This is an optimization exercise on Yosys and OpenROAD, whose aim is small area, a short achievable clock period and few clock cycles per item, not a production implementation. Where RTL was checked, it was by simulation tests only, not by an equivalence proof against the original. Only the layout flow was run in run 2; the RTL was not checked for function there. Power and IR drop assume default switching activity.

==> flow/design.v (outline; a module is shown in full before it is edited, if it fits) <==
// module dipsc_sa: 1366 lines
// module dipsc_sb: 163 lines
// module dual_incremental_pi_speed_control: 178 lines
module dual_incremental_pi_speed_control (
    input  wire                        aclk,
    input  wire                        aresetn,
    input  wire                        cfg_wr_en,
    input  wire [CFG_INDEX_WIDTH-1:0]  cfg_index,
    input  wire [CFG_DATA_WIDTH-1:0]   cfg_wr_data,
    input  wire                        s_tvalid,
    output logic                       s_tready,
    input  wire [IN_DATA_WIDTH-1:0]    s_tdata,
    output logic                       m_tvalid,
    input  wire                        m_tready,
    output logic [OUT_DATA_WIDTH-1:0]  m_tdata
);
  // ...
==> flow/flow/run.sh <==
#!/bin/bash
# The standard layout (standard.sh: the standard flow's synthesis and ORFS flow, unchanged
# scripts) with two settings changed:
#  - timing repair is asked to leave more setup slack than the clock period
#    needs (flow/margin.txt), so that paths end up shorter;
set -euo pipefail
MARGIN=$(cat flow/margin.txt)
bash standard.sh SETUP_SLACK_MARGIN=$MARGIN \
  "BUFFER_PORTS_ARGS=-buffer_cell sky130_fd_sc_hd__buf_2" finish > standard.log 2>&1
==> flow/flow/margin.txt <==
8.7
==> flow/standard.sh <==
#!/bin/bash
# synth_recipe.tcl (not shown) runs the flow's synth.tcl, then flattens the netlist and writes it again
# the make line also repeats each setting of config.mk as NAME=value (left out here)
make -C /OpenROAD-flow-scripts/flow DESIGN_CONFIG=/design/flow/config.mk WORK_HOME=/design/flow/orfs CLKGATE_MAP_FILE= SYNTH_SCRIPT=/design/flow/synth_recipe.tcl "${@:-finish}"
==> flow/config.mk <==
export PLATFORM = sky130hd
export DESIGN_NAME = dual_incremental_pi_speed_control
export DESIGN_NICKNAME = dual_incremental_pi_speed_control
export VERILOG_FILES = /design/flow/design.v
export SDC_FILE = /design/flow/constraint.sdc
export NUM_CORES = 4
export LEC_CHECK = 0
export ABC_AREA = 1
export CAP_MARGIN = 20
export CORE_MARGIN = 2
export CORE_UTILIZATION = 40
export CTS_BUF_LIST = sky130_fd_sc_hd__clkbuf_8
export SLEW_MARGIN = 20
==> flow/constraint.sdc <==
create_clock -name core_clock -period 13.0 [get_ports {aclk}]
set_input_delay 2.6000 -clock core_clock [delete_from_list [all_inputs] [get_ports {aclk}]]
set_output_delay 2.6000 -clock core_clock [all_outputs]
set_load 0.01 [all_outputs]
==> impl_metrics.json, run 1 <==
{
  "routed_wl_um": 192000,
  "p_sw_mw": 3.37,
  "clk_latency_ns": 0.75,
  "multi_input_area_share_pct": 57.1,
  "synth_top_family_by_area": "adder cells",
  "cts_tree": "done",
  "crit_chain": "inv_1 > nor2_4 > buf_8 > nand2_1 > o21ai_0 > a31oi_1 > fa_2 > fa_1 > fa_1 > inv_1 > fa_1 > ha_1",
  "yosysMostFrequentCell": "inv_1",
  "fin_crit_ns": 4.28,
  "drive_above_1_share_pct": 13.5,
  "power_density_mw_per_mm2": 149,
  "layout_common_cells": "805 x inv_1, 705 x a21oi_1, 622 x nand2_1",
  "nonClkBufAreaFrac_pct": 4.32,
  "regArea_mm2": 0.0128,
  "ys_seq_area_share_pct": 27.8,
  "cts-htree-levels": 3,
  "synth_top_cell_by_area": "fa_1",
  "holdPathStages": 0,
  "synth_area_leaders": "fa_1 26%, edfxtp_1 19%, dfxtp_1 9.0%, a21oi_1 7.9%, ha_1 6.8%",
  "worstPathRequired_ns": 13.44,
  "cp_num_buf_inv": 3,
  "busiest_layer": "met2",
  "synth-adder-area-share_pct": 32.9,
  "use_met1_pct": 43.0,
  "grt_pass1_wl_um": 274000,
  "cp-startpoint": "epa[0]$_SDFFE_PN0P_",
  "cpMostUsedCell": "fa_1",
  "status": "no timing/DRC/antenna violations",
  "internal_power_mw": 4.32,
  "final_nets": 6159,
  "post-place-cells": 6547,
  "slew_headroom_pct": 30.5,
  "place_congestion": 1.02,
  "reg_top3": "ra1: 74 flops, rb1: 74 flops",
  "crit_cells": 12,
  "cts.sink_count": 494,
  "min_path_type": "flip-flop to flip-flop",
  "cts_made_buffers": 90,
  "place_area_mm2": 0.0479,
  "netlist_area_mm2": 0.0459,
  "synthArstFlopShare_pct": 0,
  "grt_use_met2_pct": 46.4,
  "tightest_slew_ns": 1.04,
  "finalInstanceArea_mm2": 0.0516,
  "finalPower_mw": 7.69
}
Testbench counts, summed over its fixed seeds: cycles 48,528, items 48,000.
==> module dual_incremental_pi_speed_control, before the edit <==
module dual_incremental_pi_speed_control (
    input  wire                        aclk,
    input  wire                        aresetn,
    input  wire                        cfg_wr_en,
    input  wire [CFG_INDEX_WIDTH-1:0]  cfg_index,
    input  wire [CFG_DATA_WIDTH-1:0]   cfg_wr_data,
    input  wire                        s_tvalid,
    output logic                       s_tready,
    input  wire [IN_DATA_WIDTH-1:0]    s_tdata,
    output logic                       m_tvalid,
    input  wire                        m_tready,
    output logic [OUT_DATA_WIDTH-1:0]  m_tdata
);
    localparam int RW = DA_ROWS * (34 - DA_LOW);
    logic signed [15:0] ref_r;
    logic        [14:0] lim_r;
    logic signed [15:0] gna_r, gpa_r, gnb_r, gpb_r;
    logic signed [16:0] gsa_r, gsb_r;    
    always_ff @(posedge aclk) begin
        if (!aresetn) begin
            ref_r <= RESET_REFERENCE_SPEED;
            lim_r <= RESET_VOLTAGE_LIMIT;
            gna_r <= RESET_GAIN_NOW_A;
            gpa_r <= RESET_GAIN_PREV_A;
            gnb_r <= RESET_GAIN_NOW_B;
            gpb_r <= RESET_GAIN_PREV_B;
        end else if (cfg_wr_en) begin
            case (cfg_index)
                REG_REFERENCE_SPEED: ref_r <= cfg_wr_data;
                REG_VOLTAGE_LIMIT:   lim_r <= cfg_wr_data[14:0];
                REG_GAIN_NOW_A:      gna_r <= cfg_wr_data;
                REG_GAIN_PREV_A:     gpa_r <= cfg_wr_data;
                REG_GAIN_NOW_B:      gnb_r <= cfg_wr_data;
                REG_GAIN_PREV_B:     gpb_r <= cfg_wr_data;
                default: ;
            endcase
        end
    end
    function automatic logic [6:0] add6(input logic [5:0] a, input logic [5:0] b,
                                        input logic ci);
        logic c;
        c = ci;
        for (int i = 0; i < 6; i++) begin
            {c, add6[i]} = {1'b0, a[i]} + {1'b0, b[i]} + {1'b0, c};
        end
        add6[6] = c;
    endfunction
    logic [16:0] gna_x, gpa_x, gnb_x, gpb_x;
    logic [6:0]  gsa_0, gsa_1, gsa_2, gsb_0, gsb_1, gsb_2;
    logic        gca_6, gca_12, gcb_6, gcb_12;
    logic [1:0]  cfg_hold;
    assign gna_x = {gna_r[15], gna_r};
    assign gpa_x = {gpa_r[15], gpa_r};
    assign gnb_x = {gnb_r[15], gnb_r};
    assign gpb_x = {gpb_r[15], gpb_r};
    assign gsa_0 = add6(gna_x[5:0], gpa_x[5:0], 1'b0);
    assign gsa_1 = add6(gna_x[11:6], gpa_x[11:6], gca_6);
    assign gsa_2 = add6({1'b0, gna_x[16:12]}, {1'b0, gpa_x[16:12]}, gca_12);
    assign gsb_0 = add6(gnb_x[5:0], gpb_x[5:0], 1'b0);
    assign gsb_1 = add6(gnb_x[11:6], gpb_x[11:6], gcb_6);
    assign gsb_2 = add6({1'b0, gnb_x[16:12]}, {1'b0, gpb_x[16:12]}, gcb_12);
    always_ff @(posedge aclk) begin
        gsa_r  <= {gsa_2[4:0], gsa_1[5:0], gsa_0[5:0]};
        gca_6  <= gsa_0[6];
        gca_12 <= gsa_1[6];
        gsb_r  <= {gsb_2[4:0], gsb_1[5:0], gsb_0[5:0]};
        gcb_6  <= gsb_0[6];
        gcb_12 <= gsb_1[6];
    end
    always_ff @(posedge aclk) begin
        if (!aresetn || cfg_wr_en) begin
            cfg_hold <= 2'd2;
        end else if (cfg_hold != 2'd0) begin
            cfg_hold <= cfg_hold - 2'd1;
        end
    end
    logic               go, r0_load, accept;
    logic               v0, vs, v1;
    logic               en_in;
    logic signed [16:0] ea_in, eb_in;
    logic               en_sk, en0;
    logic signed [16:0] ea_sk, eb_sk, ea0, eb0;
    logic               en_l;
    logic signed [16:0] ea_l, eb_l;
    logic [RW-1:0]      ra1, rb1;
    logic               cla1, clb1;
    logic signed [15:0] da_o, db_o;
    logic signed [16:0] ea_o, eb_o;
    assign en_in = s_tdata[0];
    assign ea_in = 17'(ref_r) - 17'($signed(s_tdata[16:1]));
    assign eb_in = 17'(ref_r) - 17'($signed(s_tdata[32:17]));
    assign go       = !m_tvalid || m_tready;
    assign r0_load  = go || !v0;
    assign s_tready = !vs && (cfg_hold == 2'd0);
    assign accept   = s_tvalid && s_tready;
    always_ff @(posedge aclk) begin
        if (!aresetn) begin
            v0 <= 1'b0;
            vs <= 1'b0;
        end else if (r0_load) begin
            v0 <= vs || accept;
            vs <= 1'b0;
        end else if (accept) begin
            vs <= 1'b1;
        end
    end
    always_ff @(posedge aclk) begin
        if (r0_load) begin
            if (vs) begin
                en0 <= en_sk; ea0 <= ea_sk; eb0 <= eb_sk;
            end else begin
                en0 <= en_in; ea0 <= ea_in; eb0 <= eb_in;
            end
        end
        if (!r0_load && accept) begin
            en_sk <= en_in; ea_sk <= ea_in; eb_sk <= eb_in;
        end
    end
    logic [16:0] epa, epb;
    always_ff @(posedge aclk) begin
        if (!aresetn) begin
            v1   <= 1'b0;
            en_l <= 1'b0;
            epa  <= 17'h0;
            epb  <= 17'h0;
        end else if (go) begin
            v1 <= v0;
            if (v0) begin
                en_l <= en0;
                epa  <= en0 ? ea0 : 17'h0;
                epb  <= en0 ? eb0 : 17'h0;
            end
        end
    end
    logic [RW-1:0] ra, rb;
    logic          cla, clb;
    dipsc_sa u_sa_a (.e(ea0), .ep(epa), .gn(gna_r), .gp(gpa_r), .gs(gsa_r), .rows(ra), .cl(cla));
    dipsc_sa u_sa_b (.e(eb0), .ep(epb), .gn(gnb_r), .gp(gpb_r), .gs(gsb_r), .rows(rb), .cl(clb));
    always_ff @(posedge aclk) begin
        if (go && v0) begin
            ea_l <= ea0;
            eb_l <= eb0;
            ra1  <= ra;
            cla1 <= cla;
            rb1  <= rb;
            clb1 <= clb;
        end
    end
    logic [15:0] nlim;
    logic [15:0] sa, sb;
    logic        gta, lta, gtb, ltb;
    assign nlim = -{1'b0, lim_r};
    dipsc_sb u_sb_a (.rows(ra1), .cl(cla1), .u(da_o), .lim(lim_r), .s(sa), .gt(gta), .lt(lta));
    dipsc_sb u_sb_b (.rows(rb1), .cl(clb1), .u(db_o), .lim(lim_r), .s(sb), .gt(gtb), .lt(ltb));
    always_ff @(posedge aclk) begin
        if (!aresetn) begin
            m_tvalid <= 1'b0;
        end else if (go) begin
            m_tvalid <= v1;
        end
    end
    always_ff @(posedge aclk) begin
        if (!aresetn) begin
            da_o <= 16'h0;
            db_o <= 16'h0;
        end else if (go && v1) begin
            da_o <= !en_l ? 16'h0 : gta ? {1'b0, lim_r} : lta ? nlim : sa;
            db_o <= !en_l ? 16'h0 : gtb ? {1'b0, lim_r} : ltb ? nlim : sb;
        end
    end
    always_ff @(posedge aclk) begin
        if (go && v1) begin
            ea_o <= ea_l;
            eb_o <= eb_l;
        end
    end
    assign m_tdata = {6'b0, eb_o, ea_o, db_o, da_o};
endmodule
==> inputs of run 2 (changes only) <==
--- a/flow/design.v
+++ b/flow/design.v
@@ -1672,5 +1672,7 @@
     end
     always_ff @(posedge aclk) begin
-        if (r0_load) begin
+        if (!aresetn) begin
+            en0 <= 1'b0; ea0 <= 17'h0; eb0 <= 17'h0;
+        end else if (r0_load) begin
             if (vs) begin
                 en0 <= en_sk; ea0 <= ea_sk; eb0 <= eb_sk;
@@ -1679,4 +1681,6 @@
             end
         end
+    end
+    always_ff @(posedge aclk) begin
         if (!r0_load && accept) begin
             en_sk <= en_in; ea_sk <= ea_in; eb_sk <= eb_in;
==> impl_metrics.json, run 2 <==
{
  "status": "no timing/DRC/antenna violations",
  "antenna_found_initial": 9,
  "io_pins": 138,
  "holdPathEnd": "ea_o[15]$_DFFE_PP_",
  "clk_pin_slew_worst_paths_ns": 0.06,
  "rrSetupSlack_ns": 8.65,
  "synthArstFlopShare_pct": 0,
  "fin_skew_ns": 0.0552,
  "layout_common_cells": "854 x inv_1, 696 x a21oi_1, 598 x nand2_1",
  "startpoint_type": "flip-flop",
  "yosysMostFrequentCell": "inv_1",
  "cts_max_path_buffers": 3,
  "crit_family": "adder cells",
  "cts.sink_count": 494,
  "cts-htree-levels": 3,
  "worst-r2r-cell-count": 9,
  "synth_top_area_share_pct": 26.0,
  "netlist_area_mm2": 0.0460,
  "final_common_cell": "inv_1",
  "ys.flop_type": "edfxtp_1",
  "cpMostUsedCell": "fa_1",
  "cts_tree": "done",
  "drc_errors": 0,
  "synth_area_leaders": "fa_1 26%, edfxtp_1 17%, dfxtp_1 10%, a21oi_1 7.6%, inv_1 7.0%",
  "avgViaCountPerCell": 5.97,
  "dr.pass1.iters": 6,
  "grt.total_usage_pct": 29.1,
  "grt_max_degree": 89,
  "ys_warn_count": 1,
  "synth_seq_cells": 494,
  "tightest_slew_ns": 1.01,
  "cp_num_buf_inv": 2,
  "core_mm2": 0.114,
  "finalPower_mw": 5.81,
  "min_path_type": "flip-flop to flip-flop",
  "leakagePower_nw": 21.1,
  "seq_power_share_pct": 32.6,
  "die_h_um": 343,
  "place_congestion": 1.00,
  "ys_types": 52,
  "routed_wl_um": 174000,
  "synth_edf_count": 253,
  "p_sw_share_pct": 38.6,
  "cts_made_buffers": 86,
  "grt_pass1_wl_um": 257000,
  "rsz0062_at_grt": "true",
  "dieArea_mm2": 0.118,
  "clk_latency_ns": 0.76,
  "p_sw_mw": 2.25,
  "initial_core_util_pct": 40.3,
  "final_hold_viol_count": 0,
  "vias": 40900,
  "critical_path_class": "flip-flop to flip-flop",
  "dpl.hpwl_um": 129000,
  "gr-total-overflow": 0,
  "final-setup-viol-count": 0,
  "crit_path_end_kind": "flip-flop",
  "slowest_delay_ns": 0.61,
  "synth_top_cell_by_area": "fa_1",
  "crit_fanout": 17,
  "ys_seq_area_share_pct": 27.0,
  "power_density_mw_per_mm2": 114,
  "slew_violations": 0,
  "ant_nets": 0,
  "holdPathStages": 0,
  "crit_slowest_cell": "a21oi_1",
  "max-vdd-ir-drop_uv": 67.5,
  "synth_cells": 5218,
  "worstPathArrival_ns": 4.83,
  "cts_root_buffer": "clkbuf_8",
  "drive_above_1_share_pct": 10.6,
  "synth_common_cells": "859 x inv_1, 702 x a21oi_1, 635 x nand2_1, 598 x fa_1, 512 x o22ai_1",
  "dr.first_iter.drc_count": 5086,
  "areaGrowthSynthToFinish_pct": 10.9,
  "cap_violations": 0,
  "crit_chain": "nand2_1 > clkinv_1 > a21oi_1 > fa_1 > fa_1 > fa_1 > inv_1 > fa_1 > fa_1",
  "reg_top3": "ra1: 74 flops, rb1: 74 flops",
  "io_buffers": 124,
  "worst_r2r_startpoint": "eb0[5]$_SDFFE_PN0P_",
  "fp-row-count": 124,
  "final_nets": 6182,
  "wl_per_cell_um": 25.4,
  "syn_avg_cell_area_um2": 8.81,
  "min_from": "ea_l[15]$_DFFE_PP_",
  "r2r_end": "rb1[13]$_DFFE_PP_",
  "fin_tns_setup_ns": 0,
  "fin_crit_ns": 4.35,
  "slew_headroom_pct": 32.6,
  "timing.final.crit_share_pct": 33.4,
  "fmax_mhz": 230,
  "internal_power_mw": 3.57,
  "worstPathRequired_ns": 13.48,
  "die_x_um": 343,
  "grt_pass1_vias": 39800,
  "p_comb_share_pct": 39.5,
  "hold_buffers": 0,
  "pwr-share-clk_pct": 27.9
}
[run 2: changes by cell type after synthesis, moves of 9 or more]
cell,before,now
nand4_1,37,26
nor2_1,175,201
o21ai_0,130,154
a21oi_1,723,702
dfxtp_1,206,241
nand3_1,108,141
clkbuf_1,226,240
nand2_1,668,635
o22ai_1,485,512
inv_1,814,859
o21ai_1,6,16
a21oi_2,14,5
a31oi_1,24,38
edfxtp_1,288,253
[run 2: power by group through the flow]
stage | logic [mW] | registers [mW] | clock network [mW]
final | 2.29 | 1.90 | 1.62
after global routing | 2.60 | 1.90 | 1.71
after CTS | 2.25 | 1.89 | 1.66
after detailed placement | 2.22 | 1.92 | 0
after global placement | 2.17 | 1.92 | 0
after floorplan | 1.54 | 1.88 | 0
[run 2: final cells by class]
cell class | instances | area (um2)
diodes | 6 | 15.0
clock buffers | 102 | 1400
clock inverters | 59 | 549
fillers | 11200 | 63200
inverters | 896 | 3500
multi-input cells | 3543 | 29500
flip-flops and latches | 494 | 12500
well taps | 1512 | 1890
repair buffers | 247 | 1690
repair inverters | 2 | 12.5
[run 2: what timing repair did]
item | 4_1_cts | 5_1_grt
setup endpoints to repair | 246 | 147
gates cloned | 1 | 2
buffers inserted | 18 | 43
resized for setup | 72 | 113
pin swaps | 3 | 7
[run 2: routing by layer]
metal	track usage [%]	wire, um
met3	9.25	21900
met5	0.200	55
met4	12.5	8060
met2	43.2	73800
met1	39.1	70600
[run 2: cell families after synthesis]
group / Yosys count / share of synthesized area [%]
adder cells (fa/ha/maj): 848 / 32.8
buffers and inverters: 1187 / 9.85
other: 1 / 0.00816
flip-flops: 494 / 27.0
multiplexers: 1 / 0.0218
AO/OA/AOI/OAI: 1563 / 19.4
AND/OR/NAND/NOR: 1064 / 9.62
XOR/XNOR: 60 / 1.18
[run 2: worst max path at each step]
stage | start | endpoint | slack (ns) | cells past startpoint
finish | eb0[5]$_SDFFE_PN0P_ | rb1[13]$_DFFE_PP_ | 8.65 | 9
global route | eb0[5]$_SDFFE_PN0P_ | rb1[13]$_DFFE_PP_ | 8.57 | 9
CTS | epb[9]$_SDFFE_PN0P_ | rb1[64]$_DFFE_PP_ | 8.60 | 12
detailed placement | m_tready | rb1[53]$_DFFE_PP_ | 7.53 | 5
global placement | m_tready | rb1[53]$_DFFE_PP_ | 7.57 | 5
floorplan | s_tdata[1] | ea0[16]$_SDFFE_PN0P_ | 8.71 | 13
[run 2: through the flow]
| stage | util [%] | hold WS, ns | std cells | instance area (um2) | worst slack [ns] |
|---|---|---|---|---|---|
| final | 44.6 | 0.409 | 6861 | 51000 | 8.65 |
| after CTS | 43.9 | 0.402 | 6810 | 50100 | 8.60 |
| after global placement | 41.9 | 0.402 | 6629 | 47800 | 7.57 |
| after floorplan | - | 0.400 | 5223 | 46000 | 8.71 |
| after global routing | 44.6 | 0.410 | 6857 | 51000 | 8.57 |
| after detailed placement | 41.9 | 0.405 | 6630 | 47800 | 7.53 |

-- port drivers added, routing unchanged --
The results above use ideal ports. As a check the final layouts listed here were re-extracted and re-timed, cells and wires unchanged. Step 1, drivers: a clkbuf_16 drives aclk and a buf_2 each remaining input, both assumed. Step 2 also shifts input and output timing later by t, the mid clock arrival at the registers, as if the neighbouring blocks saw the same clock. Slacks: no drivers / after step 1 / after step 2; pairs: no drivers / after step 1.
run | t, ns | setup slack, ns | pins driven straight from the clock port
run 1 | 0.784 | 8.721 / 8.721 / 8.138 | 1
run 2 | 0.807 | 8.653 / 8.653 / 8.052 | 1
After both steps every run listed still meets setup and hold. The setup slack of run 2, which loses most, moves by 0.000 ns with the drivers and by -0.601 ns with both steps.
